What follows belongs to an exercise in optimizing a design on an open flow for small area, a short achievable clock period and few clock cycles per item; a production flow would make more cautious choices. No run shown here included a check of the RTL's function; only the layout flow was run.

## flow/design.v (module list and top-level ports; edited modules follow where they fit)
// module matrix_alu: 2400 lines
module matrix_alu (
    input  logic         Clk,
    input  logic         nReset,
    input  logic         start,
    input  logic [2:0]   opcode,
    input  logic [255:0] operandA,
    input  logic [255:0] operandB,
    output logic [255:0] result,
    output logic         busy,
    output logic         done,
    output logic         err
);
  // ...
==> flow/flow/run.sh <==
#!/bin/bash
# Own layout flow: the standard ORFS flow (standard.sh), with timing
# repair aiming for extra setup slack on the worst paths and single-size
# port buffers.  ORFS keeps each tool's log in orfs/logs; make's own output
# goes to flow_make.log.
set -euo pipefail
export SETUP_SLACK_MARGIN=7.7
export TNS_END_PERCENT=5
export BUFFER_PORTS_ARGS="-buffer_cell sky130_fd_sc_hd__buf_2"
bash standard.sh > flow_make.log 2>&1
==> flow/standard.sh <==
#!/bin/bash
# synth_recipe.tcl (not shown) runs the flow's synth.tcl, then flattens the netlist and writes it again
# the make line also repeats each setting of config.mk as NAME=value (left out here)
make -C /OpenROAD-flow-scripts/flow DESIGN_CONFIG=/design/flow/config.mk WORK_HOME=/design/flow/orfs CLKGATE_MAP_FILE= SYNTH_SCRIPT=/design/flow/synth_recipe.tcl "${@:-finish}"
==> flow/config.mk <==
export PLATFORM = sky130hd
export DESIGN_NAME = matrix_alu
export DESIGN_NICKNAME = matrix_alu
export VERILOG_FILES = /design/flow/design.v
export SDC_FILE = /design/flow/constraint.sdc
export NUM_CORES = 4
export LEC_CHECK = 0
export CAP_MARGIN = 20
export CORE_MARGIN = 2
export CORE_UTILIZATION = 45
export PLACE_DENSITY = 0.55
export SLEW_MARGIN = 20
==> flow/constraint.sdc <==
create_clock -name core_clock -period 12.0 [get_ports {Clk}]
set_input_delay 2.4000 -clock core_clock [delete_from_list [all_inputs] [get_ports {Clk}]]
set_output_delay 2.4000 -clock core_clock [all_outputs]
set_load 0.01 [all_outputs]
==> results by group, run 1 <==
Setup path
  • Worst reg2reg path startpoint: sub_q$_DFFE_PN0P_
  • End point of the critical path: xr_q[30]$_DFF_P_
  • Critical path data required time: 12.58 ns

Place
  • HPWL after detailed placement: 331000 microns

Cells and area
  • Synthesis-to-layout area growth: 15.9%
  • Num sequential: 869
  • Multi-input comb cells: 6623
  • Non-filler instance count after layout: 11248
  • FF/Latch Area: 0.0176 sq mm
  • Sequential portion of the cell area: 21.4%
  • Clock-cell share: 4.51%

Global routing
  • Met1 track utilization from global routing: 60.9%
  • Fraction of met3 tracks used by global routing: 18.0%
  • Combined global-route utilization of all metal layers: 49.6%
  • Global Route met2 Usage: 69.9%

Yosys
  • Flops & latches, synth: 869
  • Fraction of the mapped netlist area in compound gates: 21.4%

Floorplanning
  • Core footprint: 0.158 sq mm
  • Number of primary I/O pins: 777
  • Starting density of the core: 45.1%
  • DIE HEIGHT: 402 microns
  • Total number of tap cells: 2072

CTS
  • Number of clock sinks: 869
  • CTS Buffer Depth: 3

Timing
  • Worst slew margin: 11.7%
  • Time the worst path needs with I/O delays and setup: 4.48 ns
  • Worst-Margin Slew: 1.31 ns

Run status
  • Status: complete, no violations

Routing
  • Met2 WL post-DR: 168000 microns

Hold path
  • Hold_sp: x_q[233]$_DFF_P_
==> run 2: changes to the inputs <==
--- a/flow/design.v
+++ b/flow/design.v
@@ -7,17 +7,18 @@
     input  logic [255:0] operandB,
     output logic [255:0] result,
     output logic         busy,
     output logic         done,
     output logic         err
 );
     logic         busy_q, done_q, err_q, scl_q, as_q, sub_q, rv_q;
     logic [3:0]   cnt_q;
-    logic [255:0] r_q, r_d, bz_val;
+    logic [255:0] r_q, r_d;
+    logic [63:0]  xr_d;
     logic [255:0] x_q, x_d;
     wire idle   = !busy_q && !done_q;
     wire accept = start && idle;
     wire op_add = (opcode == 3'd0);
     wire op_sub = (opcode == 3'd1);
     wire op_trn = (opcode == 3'd2);
     wire op_scl = (opcode == 3'd3);
     wire op_bad = opcode[2] && (opcode[1] || opcode[0]);
@@ -930,24 +931,24 @@
         u0_s01_q <= {1'b0, u0a_96, u0a_94, u0a_92, u0a_90, u0a_88, u0a_86, u0a_84, u0a_82, u0a_80, u0a_78, u0a_76, u0a_74, u0a_73, 1'b0, ya0_neg[0]};
         u0_s10_q <= {1'b0, u0a_195, u0a_193, u0a_191, u0a_189, u0a_187, u0a_185, u0a_183, u0a_181, u0a_179, u0a_177, u0a_175, u0a_173, ya1_neg[1], (((ya1_one[0] & x1[1]) | (ya1_two[0] & x1[0])) ^ ya1_neg[0]), ((ya1_one[0] & x1[0]) ^ ya1_neg[0])};
         u0_s11_q <= {1'b0, u0a_194, u0a_192, u0a_190, u0a_188, u0a_186, u0a_184, u0a_182, u0a_180, u0a_178, u0a_176, u0a_174, u0a_172, u0a_171, 1'b0, ya1_neg[0]};
         u0_s20_q <= {1'b0, u0a_293, u0a_291, u0a_289, u0a_287, u0a_285, u0a_283, u0a_281, u0a_279, u0a_277, u0a_275, u0a_273, u0a_271, ya2_neg[1], (((ya2_one[0] & x2[1]) | (ya2_two[0] & x2[0])) ^ ya2_neg[0]), ((ya2_one[0] & x2[0]) ^ ya2_neg[0])};
         u0_s21_q <= {1'b0, u0a_292, u0a_290, u0a_288, u0a_286, u0a_284, u0a_282, u0a_280, u0a_278, u0a_276, u0a_274, u0a_272, u0a_270, u0a_269, 1'b0, ya2_neg[0]};
         u0_s30_q <= {1'b0, u0a_391, u0a_389, u0a_387, u0a_385, u0a_383, u0a_381, u0a_379, u0a_377, u0a_375, u0a_373, u0a_371, u0a_369, ya3_neg[1], (((ya3_one[0] & x3[1]) | (ya3_two[0] & x3[0])) ^ ya3_neg[0]), ((ya3_one[0] & x3[0]) ^ ya3_neg[0])};
         u0_s31_q <= {1'b0, u0a_390, u0a_388, u0a_386, u0a_384, u0a_382, u0a_380, u0a_378, u0a_376, u0a_374, u0a_372, u0a_370, u0a_368, u0a_367, 1'b0, ya3_neg[0]};
     end
-    logic [3:0] u0_t0_q;    
-    always_ff @(posedge Clk) u0_t0_q <= {(u0a_98), (u0a_48 ^ u0a_50 ^ u0a_72), (u0a_14 ^ u0a_16 ^ u0a_18), ((((ya0_one[0] & x0[15]) | (ya0_two[0] & x0[14])) ^ ya0_neg[0]) ^ (((ya0_one[1] & x0[13]) | (ya0_two[1] & x0[12])) ^ ya0_neg[1]) ^ (((ya0_one[2] & x0[11]) | (ya0_two[2] & x0[10])) ^ ya0_neg[2]) ^ (((ya0_one[3] & x0[9]) | (ya0_two[3] & x0[8])) ^ ya0_neg[3]) ^ (((ya0_one[4] & x0[7]) | (ya0_two[4] & x0[6])) ^ ya0_neg[4]) ^ (((ya0_one[5] & x0[5]) | (ya0_two[5] & x0[4])) ^ ya0_neg[5]) ^ (((ya0_one[6] & x0[3]) | (ya0_two[6] & x0[2])) ^ ya0_neg[6]) ^ (((ya0_one[7] & x0[1]) | (ya0_two[7] & x0[0])) ^ ya0_neg[7]))};
-    logic [3:0] u0_t1_q;    
-    always_ff @(posedge Clk) u0_t1_q <= {(u0a_196), (u0a_146 ^ u0a_148 ^ u0a_170), (u0a_112 ^ u0a_114 ^ u0a_116), ((((ya1_one[0] & x1[15]) | (ya1_two[0] & x1[14])) ^ ya1_neg[0]) ^ (((ya1_one[1] & x1[13]) | (ya1_two[1] & x1[12])) ^ ya1_neg[1]) ^ (((ya1_one[2] & x1[11]) | (ya1_two[2] & x1[10])) ^ ya1_neg[2]) ^ (((ya1_one[3] & x1[9]) | (ya1_two[3] & x1[8])) ^ ya1_neg[3]) ^ (((ya1_one[4] & x1[7]) | (ya1_two[4] & x1[6])) ^ ya1_neg[4]) ^ (((ya1_one[5] & x1[5]) | (ya1_two[5] & x1[4])) ^ ya1_neg[5]) ^ (((ya1_one[6] & x1[3]) | (ya1_two[6] & x1[2])) ^ ya1_neg[6]) ^ (((ya1_one[7] & x1[1]) | (ya1_two[7] & x1[0])) ^ ya1_neg[7]))};
-    logic [3:0] u0_t2_q;    
-    always_ff @(posedge Clk) u0_t2_q <= {(u0a_294), (u0a_244 ^ u0a_246 ^ u0a_268), (u0a_210 ^ u0a_212 ^ u0a_214), ((((ya2_one[0] & x2[15]) | (ya2_two[0] & x2[14])) ^ ya2_neg[0]) ^ (((ya2_one[1] & x2[13]) | (ya2_two[1] & x2[12])) ^ ya2_neg[1]) ^ (((ya2_one[2] & x2[11]) | (ya2_two[2] & x2[10])) ^ ya2_neg[2]) ^ (((ya2_one[3] & x2[9]) | (ya2_two[3] & x2[8])) ^ ya2_neg[3]) ^ (((ya2_one[4] & x2[7]) | (ya2_two[4] & x2[6])) ^ ya2_neg[4]) ^ (((ya2_one[5] & x2[5]) | (ya2_two[5] & x2[4])) ^ ya2_neg[5]) ^ (((ya2_one[6] & x2[3]) | (ya2_two[6] & x2[2])) ^ ya2_neg[6]) ^ (((ya2_one[7] & x2[1]) | (ya2_two[7] & x2[0])) ^ ya2_neg[7]))};
-    logic [3:0] u0_t3_q;    
-    always_ff @(posedge Clk) u0_t3_q <= {(u0a_392), (u0a_342 ^ u0a_344 ^ u0a_366), (u0a_308 ^ u0a_310 ^ u0a_312), ((((ya3_one[0] & x3[15]) | (ya3_two[0] & x3[14])) ^ ya3_neg[0]) ^ (((ya3_one[1] & x3[13]) | (ya3_two[1] & x3[12])) ^ ya3_neg[1]) ^ (((ya3_one[2] & x3[11]) | (ya3_two[2] & x3[10])) ^ ya3_neg[2]) ^ (((ya3_one[3] & x3[9]) | (ya3_two[3] & x3[8])) ^ ya3_neg[3]) ^ (((ya3_one[4] & x3[7]) | (ya3_two[4] & x3[6])) ^ ya3_neg[4]) ^ (((ya3_one[5] & x3[5]) | (ya3_two[5] & x3[4])) ^ ya3_neg[5]) ^ (((ya3_one[6] & x3[3]) | (ya3_two[6] & x3[2])) ^ ya3_neg[6]) ^ (((ya3_one[7] & x3[1]) | (ya3_two[7] & x3[0])) ^ ya3_neg[7]))};
+    logic [2:0] u0_t0_q;    
+    always_ff @(posedge Clk) u0_t0_q <= {(u0a_50 ^ u0a_72 ^ u0a_98), (u0a_14 ^ u0a_16 ^ u0a_18 ^ u0a_48), ((((ya0_one[0] & x0[15]) | (ya0_two[0] & x0[14])) ^ ya0_neg[0]) ^ (((ya0_one[1] & x0[13]) | (ya0_two[1] & x0[12])) ^ ya0_neg[1]) ^ (((ya0_one[2] & x0[11]) | (ya0_two[2] & x0[10])) ^ ya0_neg[2]) ^ (((ya0_one[3] & x0[9]) | (ya0_two[3] & x0[8])) ^ ya0_neg[3]) ^ (((ya0_one[4] & x0[7]) | (ya0_two[4] & x0[6])) ^ ya0_neg[4]) ^ (((ya0_one[5] & x0[5]) | (ya0_two[5] & x0[4])) ^ ya0_neg[5]) ^ (((ya0_one[6] & x0[3]) | (ya0_two[6] & x0[2])) ^ ya0_neg[6]) ^ (((ya0_one[7] & x0[1]) | (ya0_two[7] & x0[0])) ^ ya0_neg[7]))};
+    logic [2:0] u0_t1_q;    
+    always_ff @(posedge Clk) u0_t1_q <= {(u0a_148 ^ u0a_170 ^ u0a_196), (u0a_112 ^ u0a_114 ^ u0a_116 ^ u0a_146), ((((ya1_one[0] & x1[15]) | (ya1_two[0] & x1[14])) ^ ya1_neg[0]) ^ (((ya1_one[1] & x1[13]) | (ya1_two[1] & x1[12])) ^ ya1_neg[1]) ^ (((ya1_one[2] & x1[11]) | (ya1_two[2] & x1[10])) ^ ya1_neg[2]) ^ (((ya1_one[3] & x1[9]) | (ya1_two[3] & x1[8])) ^ ya1_neg[3]) ^ (((ya1_one[4] & x1[7]) | (ya1_two[4] & x1[6])) ^ ya1_neg[4]) ^ (((ya1_one[5] & x1[5]) | (ya1_two[5] & x1[4])) ^ ya1_neg[5]) ^ (((ya1_one[6] & x1[3]) | (ya1_two[6] & x1[2])) ^ ya1_neg[6]) ^ (((ya1_one[7] & x1[1]) | (ya1_two[7] & x1[0])) ^ ya1_neg[7]))};
+    logic [2:0] u0_t2_q;    
+    always_ff @(posedge Clk) u0_t2_q <= {(u0a_246 ^ u0a_268 ^ u0a_294), (u0a_210 ^ u0a_212 ^ u0a_214 ^ u0a_244), ((((ya2_one[0] & x2[15]) | (ya2_two[0] & x2[14])) ^ ya2_neg[0]) ^ (((ya2_one[1] & x2[13]) | (ya2_two[1] & x2[12])) ^ ya2_neg[1]) ^ (((ya2_one[2] & x2[11]) | (ya2_two[2] & x2[10])) ^ ya2_neg[2]) ^ (((ya2_one[3] & x2[9]) | (ya2_two[3] & x2[8])) ^ ya2_neg[3]) ^ (((ya2_one[4] & x2[7]) | (ya2_two[4] & x2[6])) ^ ya2_neg[4]) ^ (((ya2_one[5] & x2[5]) | (ya2_two[5] & x2[4])) ^ ya2_neg[5]) ^ (((ya2_one[6] & x2[3]) | (ya2_two[6] & x2[2])) ^ ya2_neg[6]) ^ (((ya2_one[7] & x2[1]) | (ya2_two[7] & x2[0])) ^ ya2_neg[7]))};
+    logic [2:0] u0_t3_q;    
+    always_ff @(posedge Clk) u0_t3_q <= {(u0a_344 ^ u0a_366 ^ u0a_392), (u0a_308 ^ u0a_310 ^ u0a_312 ^ u0a_342), ((((ya3_one[0] & x3[15]) | (ya3_two[0] & x3[14])) ^ ya3_neg[0]) ^ (((ya3_one[1] & x3[13]) | (ya3_two[1] & x3[12])) ^ ya3_neg[1]) ^ (((ya3_one[2] & x3[11]) | (ya3_two[2] & x3[10])) ^ ya3_neg[2]) ^ (((ya3_one[3] & x3[9]) | (ya3_two[3] & x3[8])) ^ ya3_neg[3]) ^ (((ya3_one[4] & x3[7]) | (ya3_two[4] & x3[6])) ^ ya3_neg[4]) ^ (((ya3_one[5] & x3[5]) | (ya3_two[5] & x3[4])) ^ ya3_neg[5]) ^ (((ya3_one[6] & x3[3]) | (ya3_two[6] & x3[2])) ^ ya3_neg[6]) ^ (((ya3_one[7] & x3[1]) | (ya3_two[7] & x3[0])) ^ ya3_neg[7]))};
     logic u0m_1;
     logic u0m_2;
     logic u0m_3;
     logic u0m_4;
     logic u0m_5;
     logic u0m_6;
     logic u0m_7;
     logic u0m_8;
@@ -1281,17 +1282,17 @@
     assign u0b_112 = (u0b_44 & u0b_81) | (u0b_80 & (u0b_44 ^ u0b_81));
     assign u0b_113 = u0b_48 ^ u0b_83 ^ u0b_82;
     assign u0b_114 = (u0b_48 & u0b_83) | (u0b_82 & (u0b_48 ^ u0b_83));
     assign u0b_115 = u0b_52 ^ u0b_85 ^ u0b_84;
     assign u0b_116 = (u0b_52 & u0b_85) | (u0b_84 & (u0b_52 ^ u0b_85));
     wire [15:0] u0b_a = {1'b0, u0b_115, u0b_113, u0b_111, u0b_109, u0b_107, u0b_105, u0b_103, u0b_101, u0b_99, u0b_97, u0b_95, u0b_93, u0b_91, u0b_89, u0b_57};
     wire [15:0] u0b_b = {1'b0, u0b_114, u0b_112, u0b_110, u0b_108, u0b_106, u0b_104, u0b_102, u0b_100, u0b_98, u0b_96, u0b_94, u0b_92, u0b_90, u0b_88, u0b_87};
     wire [15:0] u0b_s = {1'b0, u0b_a[14:0]} + {1'b0, u0b_b[14:0]};
-    wire [15:0] dot0 = {u0b_s[15] ^ (u0_m_q[89] ^ u0_t0_q[0] ^ u0_t0_q[1] ^ u0_t0_q[2] ^ u0_t0_q[3] ^ u0_t1_q[0] ^ u0_t1_q[1] ^ u0_t1_q[2] ^ u0_t1_q[3] ^ u0_t2_q[0] ^ u0_t2_q[1] ^ u0_t2_q[2] ^ u0_t2_q[3] ^ u0_t3_q[0] ^ u0_t3_q[1] ^ u0_t3_q[2] ^ u0_t3_q[3] ^ u0b_54 ^ u0b_56 ^ u0b_86 ^ u0b_116), u0b_s[14:0]};
+    wire [15:0] dot0 = {u0b_s[15] ^ (u0_m_q[89] ^ u0_t0_q[0] ^ u0_t0_q[1] ^ u0_t0_q[2] ^ u0_t1_q[0] ^ u0_t1_q[1] ^ u0_t1_q[2] ^ u0_t2_q[0] ^ u0_t2_q[1] ^ u0_t2_q[2] ^ u0_t3_q[0] ^ u0_t3_q[1] ^ u0_t3_q[2] ^ u0b_54 ^ u0b_56 ^ u0b_86 ^ u0b_116), u0b_s[14:0]};
     wire [15:0] prd0;    
     wire [15:0] prd1;    
     wire [15:0] prd2;    
     wire [15:0] prd3;    
     logic u1a_1;
     logic u1a_2;
     logic u1a_3;
     logic u1a_4;
@@ -2042,19 +2043,19 @@
     assign u1a_371 = u1a_280 ^ u1a_282 ^ u1a_284;
     assign u1a_372 = (u1a_280 & u1a_282) | (u1a_284 & (u1a_280 ^ u1a_282));
     assign u1a_373 = u1a_196 ^ u1a_293 ^ u1a_295;
     assign u1a_374 = (u1a_196 & u1a_293) | (u1a_295 & (u1a_196 ^ u1a_293));
     assign u1a_375 = u1a_297 ^ u1a_299 ^ u1a_286;
     assign u1a_376 = (u1a_297 & u1a_299) | (u1a_286 & (u1a_297 ^ u1a_299));
     assign u1a_377 = u1a_288 ^ u1a_290 ^ u1a_292;
     assign u1a_378 = (u1a_288 & u1a_290) | (u1a_292 & (u1a_288 ^ u1a_290));
-    logic [98:0] u1_p_q;
+    logic [96:0] u1_p_q;
     always_ff @(posedge Clk) begin
-        u1_p_q <= {(u1a_374 ^ u1a_376 ^ u1a_378), (u1a_296 ^ u1a_298 ^ u1a_300), (u1a_206 ^ u1a_208 ^ u1a_294), (u1a_200 ^ u1a_202 ^ u1a_204), (u1a_102 ^ u1a_104 ^ u1a_198), (u1a_96 ^ u1a_98 ^ u1a_100), (u1a_90 ^ u1a_92 ^ u1a_94), (u1a_14 ^ u1a_16 ^ u1a_88), (u1a_8 ^ u1a_10 ^ u1a_12), ((((yb0_one[0] & x0[15]) | (yb0_two[0] & x0[14])) ^ yb0_neg[0]) ^ (((yb0_one[1] & x0[13]) | (yb0_two[1] & x0[12])) ^ yb0_neg[1]) ^ (((yb0_one[2] & x0[11]) | (yb0_two[2] & x0[10])) ^ yb0_neg[2]) ^ (((yb0_one[3] & x0[9]) | (yb0_two[3] & x0[8])) ^ yb0_neg[3]) ^ (((yb0_one[4] & x0[7]) | (yb0_two[4] & x0[6])) ^ yb0_neg[4]) ^ (((yb0_one[5] & x0[5]) | (yb0_two[5] & x0[4])) ^ yb0_neg[5]) ^ (((yb0_one[6] & x0[3]) | (yb0_two[6] & x0[2])) ^ yb0_neg[6]) ^ (((yb0_one[7] & x0[1]) | (yb0_two[7] & x0[0])) ^ yb0_neg[7]) ^ (((yb1_one[0] & x1[15]) | (yb1_two[0] & x1[14])) ^ yb1_neg[0]) ^ (((yb1_one[1] & x1[13]) | (yb1_two[1] & x1[12])) ^ yb1_neg[1]) ^ (((yb1_one[2] & x1[11]) | (yb1_two[2] & x1[10])) ^ yb1_neg[2]) ^ (((yb1_one[3] & x1[9]) | (yb1_two[3] & x1[8])) ^ yb1_neg[3]) ^ (((yb1_one[4] & x1[7]) | (yb1_two[4] & x1[6])) ^ yb1_neg[4]) ^ (((yb1_one[5] & x1[5]) | (yb1_two[5] & x1[4])) ^ yb1_neg[5]) ^ (((yb1_one[6] & x1[3]) | (yb1_two[6] & x1[2])) ^ yb1_neg[6]) ^ (((yb1_one[7] & x1[1]) | (yb1_two[7] & x1[0])) ^ yb1_neg[7]) ^ (((yb2_one[0] & x2[15]) | (yb2_two[0] & x2[14])) ^ yb2_neg[0]) ^ (((yb2_one[1] & x2[13]) | (yb2_two[1] & x2[12])) ^ yb2_neg[1]) ^ (((yb2_one[2] & x2[11]) | (yb2_two[2] & x2[10])) ^ yb2_neg[2]) ^ (((yb2_one[3] & x2[9]) | (yb2_two[3] & x2[8])) ^ yb2_neg[3]) ^ (((yb2_one[4] & x2[7]) | (yb2_two[4] & x2[6])) ^ yb2_neg[4]) ^ (((yb2_one[5] & x2[5]) | (yb2_two[5] & x2[4])) ^ yb2_neg[5]) ^ (((yb2_one[6] & x2[3]) | (yb2_two[6] & x2[2])) ^ yb2_neg[6]) ^ (((yb2_one[7] & x2[1]) | (yb2_two[7] & x2[0])) ^ yb2_neg[7]) ^ (((yb3_one[0] & x3[15]) | (yb3_two[0] & x3[14])) ^ yb3_neg[0]) ^ (((yb3_one[1] & x3[13]) | (yb3_two[1] & x3[12])) ^ yb3_neg[1]) ^ (((yb3_one[2] & x3[11]) | (yb3_two[2] & x3[10])) ^ yb3_neg[2]) ^ (((yb3_one[3] & x3[9]) | (yb3_two[3] & x3[8])) ^ yb3_neg[3]) ^ (((yb3_one[4] & x3[7]) | (yb3_two[4] & x3[6])) ^ yb3_neg[4]) ^ (((yb3_one[5] & x3[5]) | (yb3_two[5] & x3[4])) ^ yb3_neg[5]) ^ (((yb3_one[6] & x3[3]) | (yb3_two[6] & x3[2])) ^ yb3_neg[6]) ^ (((yb3_one[7] & x3[1]) | (yb3_two[7] & x3[0])) ^ yb3_neg[7])), u1a_372, u1a_370, u1a_368, u1a_377, u1a_375, u1a_373, u1a_366, u1a_364, u1a_362, u1a_371, u1a_369, u1a_367, u1a_360, u1a_358, u1a_356, u1a_365, u1a_363, u1a_361, u1a_354, u1a_352, u1a_350, u1a_359, u1a_357, u1a_355, u1a_348, u1a_346, u1a_344, u1a_353, u1a_351, u1a_349, u1a_342, u1a_340, u1a_338, u1a_347, u1a_345, u1a_343, u1a_336, u1a_334, u1a_332, u1a_341, u1a_339, u1a_337, u1a_330, u1a_328, u1a_326, u1a_335, u1a_333, u1a_331, u1a_324, u1a_322, u1a_320, u1a_329, u1a_327, u1a_325, u1a_318, u1a_316, u1a_314, u1a_323, u1a_321, u1a_319, u1a_312, u1a_310, u1a_308, u1a_317, u1a_315, u1a_313, u1a_306, u1a_304, u1a_311, u1a_309, u1a_307, u1a_212, u1a_305, u1a_303, u1a_211, u1a_209, yb3_neg[1], ((yb3_one[1] & x3[0]) ^ yb3_neg[1]), u1a_302, (((yb3_one[0] & x3[1]) | (yb3_two[0] & x3[0])) ^ yb3_neg[0]), (((yb2_one[0] & x2[1]) | (yb2_two[0] & x2[0])) ^ yb2_neg[0]), (((yb1_one[0] & x1[1]) | (yb1_two[0] & x1[0])) ^ yb1_neg[0]), (((yb0_one[0] & x0[1]) | (yb0_two[0] & x0[0])) ^ yb0_neg[0]), u1a_301, yb3_neg[0], ((yb3_one[0] & x3[0]) ^ yb3_neg[0]), yb2_neg[0], ((yb2_one[0] & x2[0]) ^ yb2_neg[0]), yb1_neg[0]};
+        u1_p_q <= {(u1a_374 ^ u1a_376 ^ u1a_378), (u1a_294 ^ u1a_296 ^ u1a_298 ^ u1a_300), (u1a_202 ^ u1a_204 ^ u1a_206 ^ u1a_208), (u1a_102 ^ u1a_104 ^ u1a_198 ^ u1a_200), (u1a_94 ^ u1a_96 ^ u1a_98 ^ u1a_100), (u1a_16 ^ u1a_88 ^ u1a_90 ^ u1a_92), (u1a_8 ^ u1a_10 ^ u1a_12 ^ u1a_14), ((((yb0_one[0] & x0[15]) | (yb0_two[0] & x0[14])) ^ yb0_neg[0]) ^ (((yb0_one[1] & x0[13]) | (yb0_two[1] & x0[12])) ^ yb0_neg[1]) ^ (((yb0_one[2] & x0[11]) | (yb0_two[2] & x0[10])) ^ yb0_neg[2]) ^ (((yb0_one[3] & x0[9]) | (yb0_two[3] & x0[8])) ^ yb0_neg[3]) ^ (((yb0_one[4] & x0[7]) | (yb0_two[4] & x0[6])) ^ yb0_neg[4]) ^ (((yb0_one[5] & x0[5]) | (yb0_two[5] & x0[4])) ^ yb0_neg[5]) ^ (((yb0_one[6] & x0[3]) | (yb0_two[6] & x0[2])) ^ yb0_neg[6]) ^ (((yb0_one[7] & x0[1]) | (yb0_two[7] & x0[0])) ^ yb0_neg[7]) ^ (((yb1_one[0] & x1[15]) | (yb1_two[0] & x1[14])) ^ yb1_neg[0]) ^ (((yb1_one[1] & x1[13]) | (yb1_two[1] & x1[12])) ^ yb1_neg[1]) ^ (((yb1_one[2] & x1[11]) | (yb1_two[2] & x1[10])) ^ yb1_neg[2]) ^ (((yb1_one[3] & x1[9]) | (yb1_two[3] & x1[8])) ^ yb1_neg[3]) ^ (((yb1_one[4] & x1[7]) | (yb1_two[4] & x1[6])) ^ yb1_neg[4]) ^ (((yb1_one[5] & x1[5]) | (yb1_two[5] & x1[4])) ^ yb1_neg[5]) ^ (((yb1_one[6] & x1[3]) | (yb1_two[6] & x1[2])) ^ yb1_neg[6]) ^ (((yb1_one[7] & x1[1]) | (yb1_two[7] & x1[0])) ^ yb1_neg[7]) ^ (((yb2_one[0] & x2[15]) | (yb2_two[0] & x2[14])) ^ yb2_neg[0]) ^ (((yb2_one[1] & x2[13]) | (yb2_two[1] & x2[12])) ^ yb2_neg[1]) ^ (((yb2_one[2] & x2[11]) | (yb2_two[2] & x2[10])) ^ yb2_neg[2]) ^ (((yb2_one[3] & x2[9]) | (yb2_two[3] & x2[8])) ^ yb2_neg[3]) ^ (((yb2_one[4] & x2[7]) | (yb2_two[4] & x2[6])) ^ yb2_neg[4]) ^ (((yb2_one[5] & x2[5]) | (yb2_two[5] & x2[4])) ^ yb2_neg[5]) ^ (((yb2_one[6] & x2[3]) | (yb2_two[6] & x2[2])) ^ yb2_neg[6]) ^ (((yb2_one[7] & x2[1]) | (yb2_two[7] & x2[0])) ^ yb2_neg[7]) ^ (((yb3_one[0] & x3[15]) | (yb3_two[0] & x3[14])) ^ yb3_neg[0]) ^ (((yb3_one[1] & x3[13]) | (yb3_two[1] & x3[12])) ^ yb3_neg[1]) ^ (((yb3_one[2] & x3[11]) | (yb3_two[2] & x3[10])) ^ yb3_neg[2]) ^ (((yb3_one[3] & x3[9]) | (yb3_two[3] & x3[8])) ^ yb3_neg[3]) ^ (((yb3_one[4] & x3[7]) | (yb3_two[4] & x3[6])) ^ yb3_neg[4]) ^ (((yb3_one[5] & x3[5]) | (yb3_two[5] & x3[4])) ^ yb3_neg[5]) ^ (((yb3_one[6] & x3[3]) | (yb3_two[6] & x3[2])) ^ yb3_neg[6]) ^ (((yb3_one[7] & x3[1]) | (yb3_two[7] & x3[0])) ^ yb3_neg[7])), u1a_372, u1a_370, u1a_368, u1a_377, u1a_375, u1a_373, u1a_366, u1a_364, u1a_362, u1a_371, u1a_369, u1a_367, u1a_360, u1a_358, u1a_356, u1a_365, u1a_363, u1a_361, u1a_354, u1a_352, u1a_350, u1a_359, u1a_357, u1a_355, u1a_348, u1a_346, u1a_344, u1a_353, u1a_351, u1a_349, u1a_342, u1a_340, u1a_338, u1a_347, u1a_345, u1a_343, u1a_336, u1a_334, u1a_332, u1a_341, u1a_339, u1a_337, u1a_330, u1a_328, u1a_326, u1a_335, u1a_333, u1a_331, u1a_324, u1a_322, u1a_320, u1a_329, u1a_327, u1a_325, u1a_318, u1a_316, u1a_314, u1a_323, u1a_321, u1a_319, u1a_312, u1a_310, u1a_308, u1a_317, u1a_315, u1a_313, u1a_306, u1a_304, u1a_311, u1a_309, u1a_307, u1a_212, u1a_305, u1a_303, u1a_211, u1a_209, yb3_neg[1], ((yb3_one[1] & x3[0]) ^ yb3_neg[1]), u1a_302, (((yb3_one[0] & x3[1]) | (yb3_two[0] & x3[0])) ^ yb3_neg[0]), (((yb2_one[0] & x2[1]) | (yb2_two[0] & x2[0])) ^ yb2_neg[0]), (((yb1_one[0] & x1[1]) | (yb1_two[0] & x1[0])) ^ yb1_neg[0]), (((yb0_one[0] & x0[1]) | (yb0_two[0] & x0[0])) ^ yb0_neg[0]), u1a_301, yb3_neg[0], ((yb3_one[0] & x3[0]) ^ yb3_neg[0]), yb2_neg[0], ((yb2_one[0] & x2[0]) ^ yb2_neg[0]), yb1_neg[0]};
     end
     logic u1b_1;
     logic u1b_2;
     logic u1b_3;
     logic u1b_4;
     logic u1b_5;
     logic u1b_6;
     logic u1b_7;
@@ -2281,17 +2282,17 @@
     assign u1b_112 = (u1b_44 & u1b_81) | (u1b_80 & (u1b_44 ^ u1b_81));
     assign u1b_113 = u1b_48 ^ u1b_83 ^ u1b_82;
     assign u1b_114 = (u1b_48 & u1b_83) | (u1b_82 & (u1b_48 ^ u1b_83));
     assign u1b_115 = u1b_52 ^ u1b_85 ^ u1b_84;
     assign u1b_116 = (u1b_52 & u1b_85) | (u1b_84 & (u1b_52 ^ u1b_85));
     wire [15:0] u1b_a = {1'b0, u1b_115, u1b_113, u1b_111, u1b_109, u1b_107, u1b_105, u1b_103, u1b_101, u1b_99, u1b_97, u1b_95, u1b_93, u1b_91, u1b_89, u1b_57};
     wire [15:0] u1b_b = {1'b0, u1b_114, u1b_112, u1b_110, u1b_108, u1b_106, u1b_104, u1b_102, u1b_100, u1b_98, u1b_96, u1b_94, u1b_92, u1b_90, u1b_88, u1b_87};
     wire [15:0] u1b_s = {1'b0, u1b_a[14:0]} + {1'b0, u1b_b[14:0]};
-    wire [15:0] dot1 = {u1b_s[15] ^ (u1_p_q[89] ^ u1_p_q[90] ^ u1_p_q[91] ^ u1_p_q[92] ^ u1_p_q[93] ^ u1_p_q[94] ^ u1_p_q[95] ^ u1_p_q[96] ^ u1_p_q[97] ^ u1_p_q[98] ^ u1b_54 ^ u1b_56 ^ u1b_86 ^ u1b_116), u1b_s[14:0]};
+    wire [15:0] dot1 = {u1b_s[15] ^ (u1_p_q[89] ^ u1_p_q[90] ^ u1_p_q[91] ^ u1_p_q[92] ^ u1_p_q[93] ^ u1_p_q[94] ^ u1_p_q[95] ^ u1_p_q[96] ^ u1b_54 ^ u1b_56 ^ u1b_86 ^ u1b_116), u1b_s[14:0]};
     wire sel_a  = accept && !op_bad && !op_trn;
     wire sel_t  = accept && op_trn;
     wire sel_b  = !(accept && (!op_bad || !rv_q));
     wire s_as   = busy_q && as_q;
     wire s_scl  = busy_q && !as_q && scl_q;
     wire s_mul  = busy_q && !as_q && !scl_q;
     wire s_rot  = (s_scl && !cnt_q[2]) || (s_mul && cnt_q[0]);
     wire s_prd2 = s_scl && !cnt_q[2] && (cnt_q[1:0] != 2'd0);
@@ -2338,34 +2339,42 @@
                 x_d[255-64*r -: 16] = x_q[239-64*r -: 16];
                 x_d[239-64*r -: 16] = x_q[255-64*r -: 16];
                 x_d[223-64*r -: 16] = x_q[207-64*r -: 16];
                 x_d[207-64*r -: 16] = x_q[223-64*r -: 16];
             end
         end
         for (int r = 0; r < 4; r++) begin
             for (int c = 0; c < 4; c++) begin
-                logic [15:0] v;
-                v = s_rot ? r_q[255-64*((r+1)%4)-16*c -: 16] : r_q[255-64*r-16*c -: 16];
-                if (r == 2 && s_prd2) v = prd[c];
-                if (r == 3) begin
-                    if (s_prd3) v = prd[c];
-                    else if ((c % 2 == 0) ? s_dota : s_dotb) v = (c < 2) ? dot0 : dot1;
-                end
-                if (s_as) v = as_sum[255-64*r-16*c -: 16];
-                bz_val[255-64*r-16*c -: 16] = v;
+                logic w_dot, w_prd, w_rot, w_hold;
+                w_dot  = (r == 3) && ((c % 2 == 0) ? s_dota : s_dotb);
+                w_prd  = (r == 2 && s_prd2) || (r == 3 && s_prd3);
+                w_rot  = s_rot && !w_dot && !w_prd;
+                w_hold = sel_b && !(s_as || w_dot || w_prd || w_rot);
+                r_d[255-64*r-16*c -: 16] =
+                      ({16{w_dot}}  & ((c < 2) ? dot0 : dot1))
+                    | ({16{w_prd}}  & prd[c])
+                    | ({16{s_as}}   & as_sum[255-64*r-16*c -: 16])
+                    | ({16{w_rot}}  & r_q[255-64*((r+1)%4)-16*c -: 16])
+                    | ({16{w_hold}} & r_q[255-64*r-16*c -: 16])
+                    | ({16{sel_a}}  & operandA[255-64*r-16*c -: 16])
+                    | ({16{sel_t}}  & operandA[255-64*c-16*r -: 16]);
             end
         end
-        for (int i = 0; i < 16; i++)
-            r_d[255-16*i -: 16] = ({16{sel_a}} & operandA[255-16*i -: 16])
-                                | ({16{sel_t}} & operandA[255-16*(4*(i%4)+i/4) -: 16])
-                                | ({16{sel_b}} & bz_val[255-16*i -: 16]);
+        if (accept)
+            xr_d = operandA[255:192];
+        else if (s_as)
+            xr_d = as_sum[255:192];
+        else if (s_rot)
+            xr_d = r_q[191:128];
+        else
+            xr_d = r_q[255:192];
     end
     always_ff @(posedge Clk) x_q <= x_d;
-    always_ff @(posedge Clk) xr_q <= accept ? operandA[255:192] : bz_val[255:192];
+    always_ff @(posedge Clk) xr_q <= xr_d;
     always_ff @(posedge Clk) r_q <= r_d;
     always_ff @(posedge Clk or negedge nReset) begin
         if (!nReset) begin
             busy_q <= 1'b0;
             done_q <= 1'b0;
             err_q  <= 1'b0;
             scl_q  <= 1'b0;
             as_q   <= 1'b0;
==> results by group, run 2 <==
Cells and area
  • Area occupied by multi-input gates: 0.0495 sq mm
  • Final core utilization: 53.1%
  • Commonest cells after routing, fill and taps aside: 968 x sky130_fd_sc_hd__nand2_1, 778 x sky130_fd_sc_hd__dfxtp_1, 776 x sky130_fd_sc_hd__buf_2
  • Layout cell share with drive strength beyond 1: 19.4%
  • Registers with the highest flip-flop counts: r_q x256, x_q x256, u1_p_q x97
  • Commonest non-fill, non-tap cell in the layout: sky130_fd_sc_hd__nand2_1
  • Post-route cell area: 0.0820 sq mm
  • FF/Latch Area: 0.0175 sq mm (-0.62%)
  • Filler Cells Inserted: 14597
  • Non-filler instance count after layout: 10859 (-3.5%)
  • Synthesis-to-layout area growth: 16.8%
  • Layout Nets: 10022

Floorplanning
  • Number of placement rows: 144
  • Number of primary I/O pins: 777 (unchanged)
  • DIE HEIGHT: 399 microns (-0.75%)
  • Starting density of the core: 45.4% (+0.30 points)
  • Overall die width: 399 microns
  • Die footprint: 0.159 sq mm
  • Core footprint: 0.154 sq mm (-2.2%)

Timing
  • Maximum clock rate: 0.212 GHz
  • Final WS setup: 7.29 ns
  • Clock tree skew after final layout: 0.0366 ns
  • Final-report hold violation count: 0
  • Worst slew margin: 14.2% (+2.5 points)
  • Time the worst path needs with I/O delays and setup: 4.71 ns (+0.228 ns)
  • Worst-Margin Slew: 1.29 ns (-0.0230 ns)
  • Final setup vio count: 0
  • Final Max Tran Viols: 0
  • Setup repair after global routing missed its margin: yes
  • Period utilization: 39.2%
  • Setup Total Neg Slack: 0 ns

Run
  • Number of maximum-capacitance violations: 0

Place
  • Cell area reported after detailed placement: 0.0760 sq mm
  • HPWL after detailed placement: 334000 microns (+0.83%)
  • Dpl ws: 6.32 ns
  • Routability congestion estimate from global placement: 1.09
  • Total placed cells including tap cells: 10510
  • Port bufs: 776

CTS
  • Later-pin clock latency in the skew report: 0.76 ns
  • Inserted Clock Buffers: 107
  • CTS Buffer Depth: 3 (unchanged)
  • CTS tree: yes
  • Number of clock sinks: 863 (-0.69%)
  • Master cell of the clock root buffer: sky130_fd_sc_hd__clkbuf_16
  • Clock transition at the registers of the reported paths: 0.06 ns
  • Cts-stage hold buffer count: 0
  • Maximum level of the CTS H-tree: 3

Routing
  • Detailed-route via count: 71625
  • DRC viols: 0
  • Detailed-route vias per instance: 6.60
  • Routed wire per std cell: 38.8 microns
  • 1st-pass router iterations: 13
  • Wire length after detailed routing: 421000 microns
  • First-iteration detailed-routing DRC count: 12837
  • Post-route antenna net violation count: 0

Yosys
  • Count of unique library cells instantiated by Yosys: 87
  • Synth area leaders: sky130_fd_sc_hd__dfxtp_1 24%, sky130_fd_sc_hd__fa_1 13%, sky130_fd_sc_hd__xnor2_1 7.3%
  • Dominant synthesized flop cell: sky130_fd_sc_hd__dfxtp_1
  • Share of Yosys cell area claimed by the top area cell type: 24.3%
  • FFs w/ async S/R, synth: 1.27%
  • Number of enable flip-flop cells after synthesis: 0
  • Cells after Synth: 8076
  • Count of warnings emitted by yosys: 1
  • Most area-hungry cell type in the Yosys netlist: sky130_fd_sc_hd__dfxtp_1
  • Count leader, synth: sky130_fd_sc_hd__nand2_1
  • Flops & latches, synth: 863 (-0.69%)
  • Post-Synthesis Net Count: 9424
  • Avg Inst Size Synth: 8.69 sq um
  • Post-synthesis sequential area ratio: 24.7%
  • Commonest cells in the synthesized netlist: 974 x sky130_fd_sc_hd__nand2_1, 852 x sky130_fd_sc_hd__dfxtp_1, 584 x sky130_fd_sc_hd__xnor2_1
  • Synthesized cell area: 0.0702 sq mm

Global routing
  • Largest net degree at the start of global routing: 138
  • Antenna violations before repair: 86
  • Global-route wire length before repair: 555000 microns
  • Combined global-route utilization of all metal layers: 51.1% (+1.5 points)
  • Overflow left after global routing: 0
  • Number of global-route vias before repair: 65890

Setup path
  • FF-to-FF path depth: 9
  • Startpoint class of the critical path: input pin
  • Setup crit end kind: flop
  • End point of the critical path: r_q[73]$_DFF_P_
  • Critical path origin: start
  • Critical path data required time: 12.57 ns (about the same)
  • CP Max Fanout: 103
  • Category of the most critical setup path: input pin to flop
  • Worst path arrival time: 5.28 ns
  • Worst reg2reg path startpoint: scl_q$_DFFE_PN0P_
  • Worst r2r dst: xr_q[29]$_DFF_P_
  • Register-to-register path setup slack: 7.43 ns

Hold path
  • Hold Path Class: flop to flop

Run status
  • Status: complete, no violations
==> run 2: cell types whose count changed in the layout (fill, tap and decap cells not counted), sizes merged, moves of 30 or more <==
cell,delta
a21oi,-203
a222oi,+131
a22oi,-61
a311oi,-34
buf,+44
inv,+57
nand2,-272
nand3,+47
nor2,-79
nor3,+30
o21ai,-167
o221ai,+31
xnor2,-30
==> run 2: cells by family after synthesis <==
kind of cell / synth area share, %
AOI/OAI and AO/OA: 21.1
and+or+nand+nor: 11.6
xor gates and xnor gates: 14.0
buffers and inverters: 5.92
DFF: 24.7
adders and majority gates: 19.5
muxes: 3.18
==> run 2: layout make-up <==
cell class / count / share of cell area, %
Clock inverter: 56 / 0.942
Tap cell: 2044 / 3.12
Timing Repair Buffer: 1077 / 8.06
Clock buffer: 144 / 3.70
Inverter: 474 / 2.20
Multi-Input combinational cell: 6151 / 60.5
Antenna cell: 50 / 0.153
Sequential cell: 863 / 21.4
==> run 2: worst min-delay path by stage <==
stage                          start                end  slack (ns)  cells after the start
finish               x_q[33]$_DFF_P_    x_q[49]$_DFF_P_        0.46                      2
global route         x_q[63]$_DFF_P_    x_q[47]$_DFF_P_        0.48                      2
CTS                  x_q[63]$_DFF_P_    x_q[47]$_DFF_P_        0.47                      2
detailed placement   x_q[63]$_DFF_P_    x_q[47]$_DFF_P_        0.46                      2
global placement     x_q[63]$_DFF_P_    x_q[47]$_DFF_P_        0.46                      2
floorplan           x_q[177]$_DFF_P_  u0_m_q[0]$_DFF_P_        0.35                      0
==> run 2: routing by layer <==
metal	wire length, microns	track usage, %	up-vias	part of all wire (%)
li1	-	-	29572	-
met2	164000	69.6	5760	39
met5	90	0	-	0.021
met4	45200	45.0	16	11
met1	152000	62.7	34950	36
met3	60700	18.7	1327	14
==> run 2: what timing repair did <==
item	CTS	global route
buffers inserted	16	69
setup endpoints to repair	178	150
cloned	7	6
pin swaps	5	50
resized for setup	106	233
==> run 2: per-stage QoR <==
stage          hold WS, ns
4_1_cts              0.469
6_report             0.463
3_3_place_gp         0.456
2_1_floorplan        0.354
5_1_grt              0.485
3_5_place_dp         0.455
==> run 2: critical path, stage by stage <==
cell                       delay [ns]
sky130_fd_sc_hd__buf_2           0.08
sky130_fd_sc_hd__nand2b_1        0.18
sky130_fd_sc_hd__or2_4           0.34
sky130_fd_sc_hd__buf_4           0.17
sky130_fd_sc_hd__nor2_1          0.19
sky130_fd_sc_hd__nor4_4          0.06
sky130_fd_sc_hd__buf_6           0.29
sky130_fd_sc_hd__buf_12          0.29
sky130_fd_sc_hd__a222oi_1        0.93
sky130_fd_sc_hd__o211ai_1        0.17

-- re-timing with driven ports --
The flow's constraints put no driver on any port. The routed layouts listed below were extracted and timed again, unchanged, in two steps.
Step 1, drivers: a clkbuf_16 drives Clk and a buf_2 each remaining input, both assumed.
Step 2 times the ports against the registers' clock, not the clock port: input delays grow and output delays shrink by t, the midpoint of the rising clock arrivals with the driver on.
a / b / c = ideal ports / drivers / drivers and shift; a / b = the first two.
| run | t (ns) | slack for setup (ns) | hold slack, ns | worst register clock-pin slew, ns |
|---|---|---|---|---|
| run 1 | 0.853 | 7.519 / 7.519 / 6.752 | 0.475 / 0.475 / 0.475 | 0.07 / 0.07 |
| run 2 | 0.839 | 7.291 / 7.321 / 6.525 | 0.463 / 0.463 / 0.463 | 0.07 / 0.07 |
After both steps every run listed still meets setup and hold. The setup slack of run 1, which loses most, moves by 0.000 ns with the drivers and by -0.767 ns with both steps.
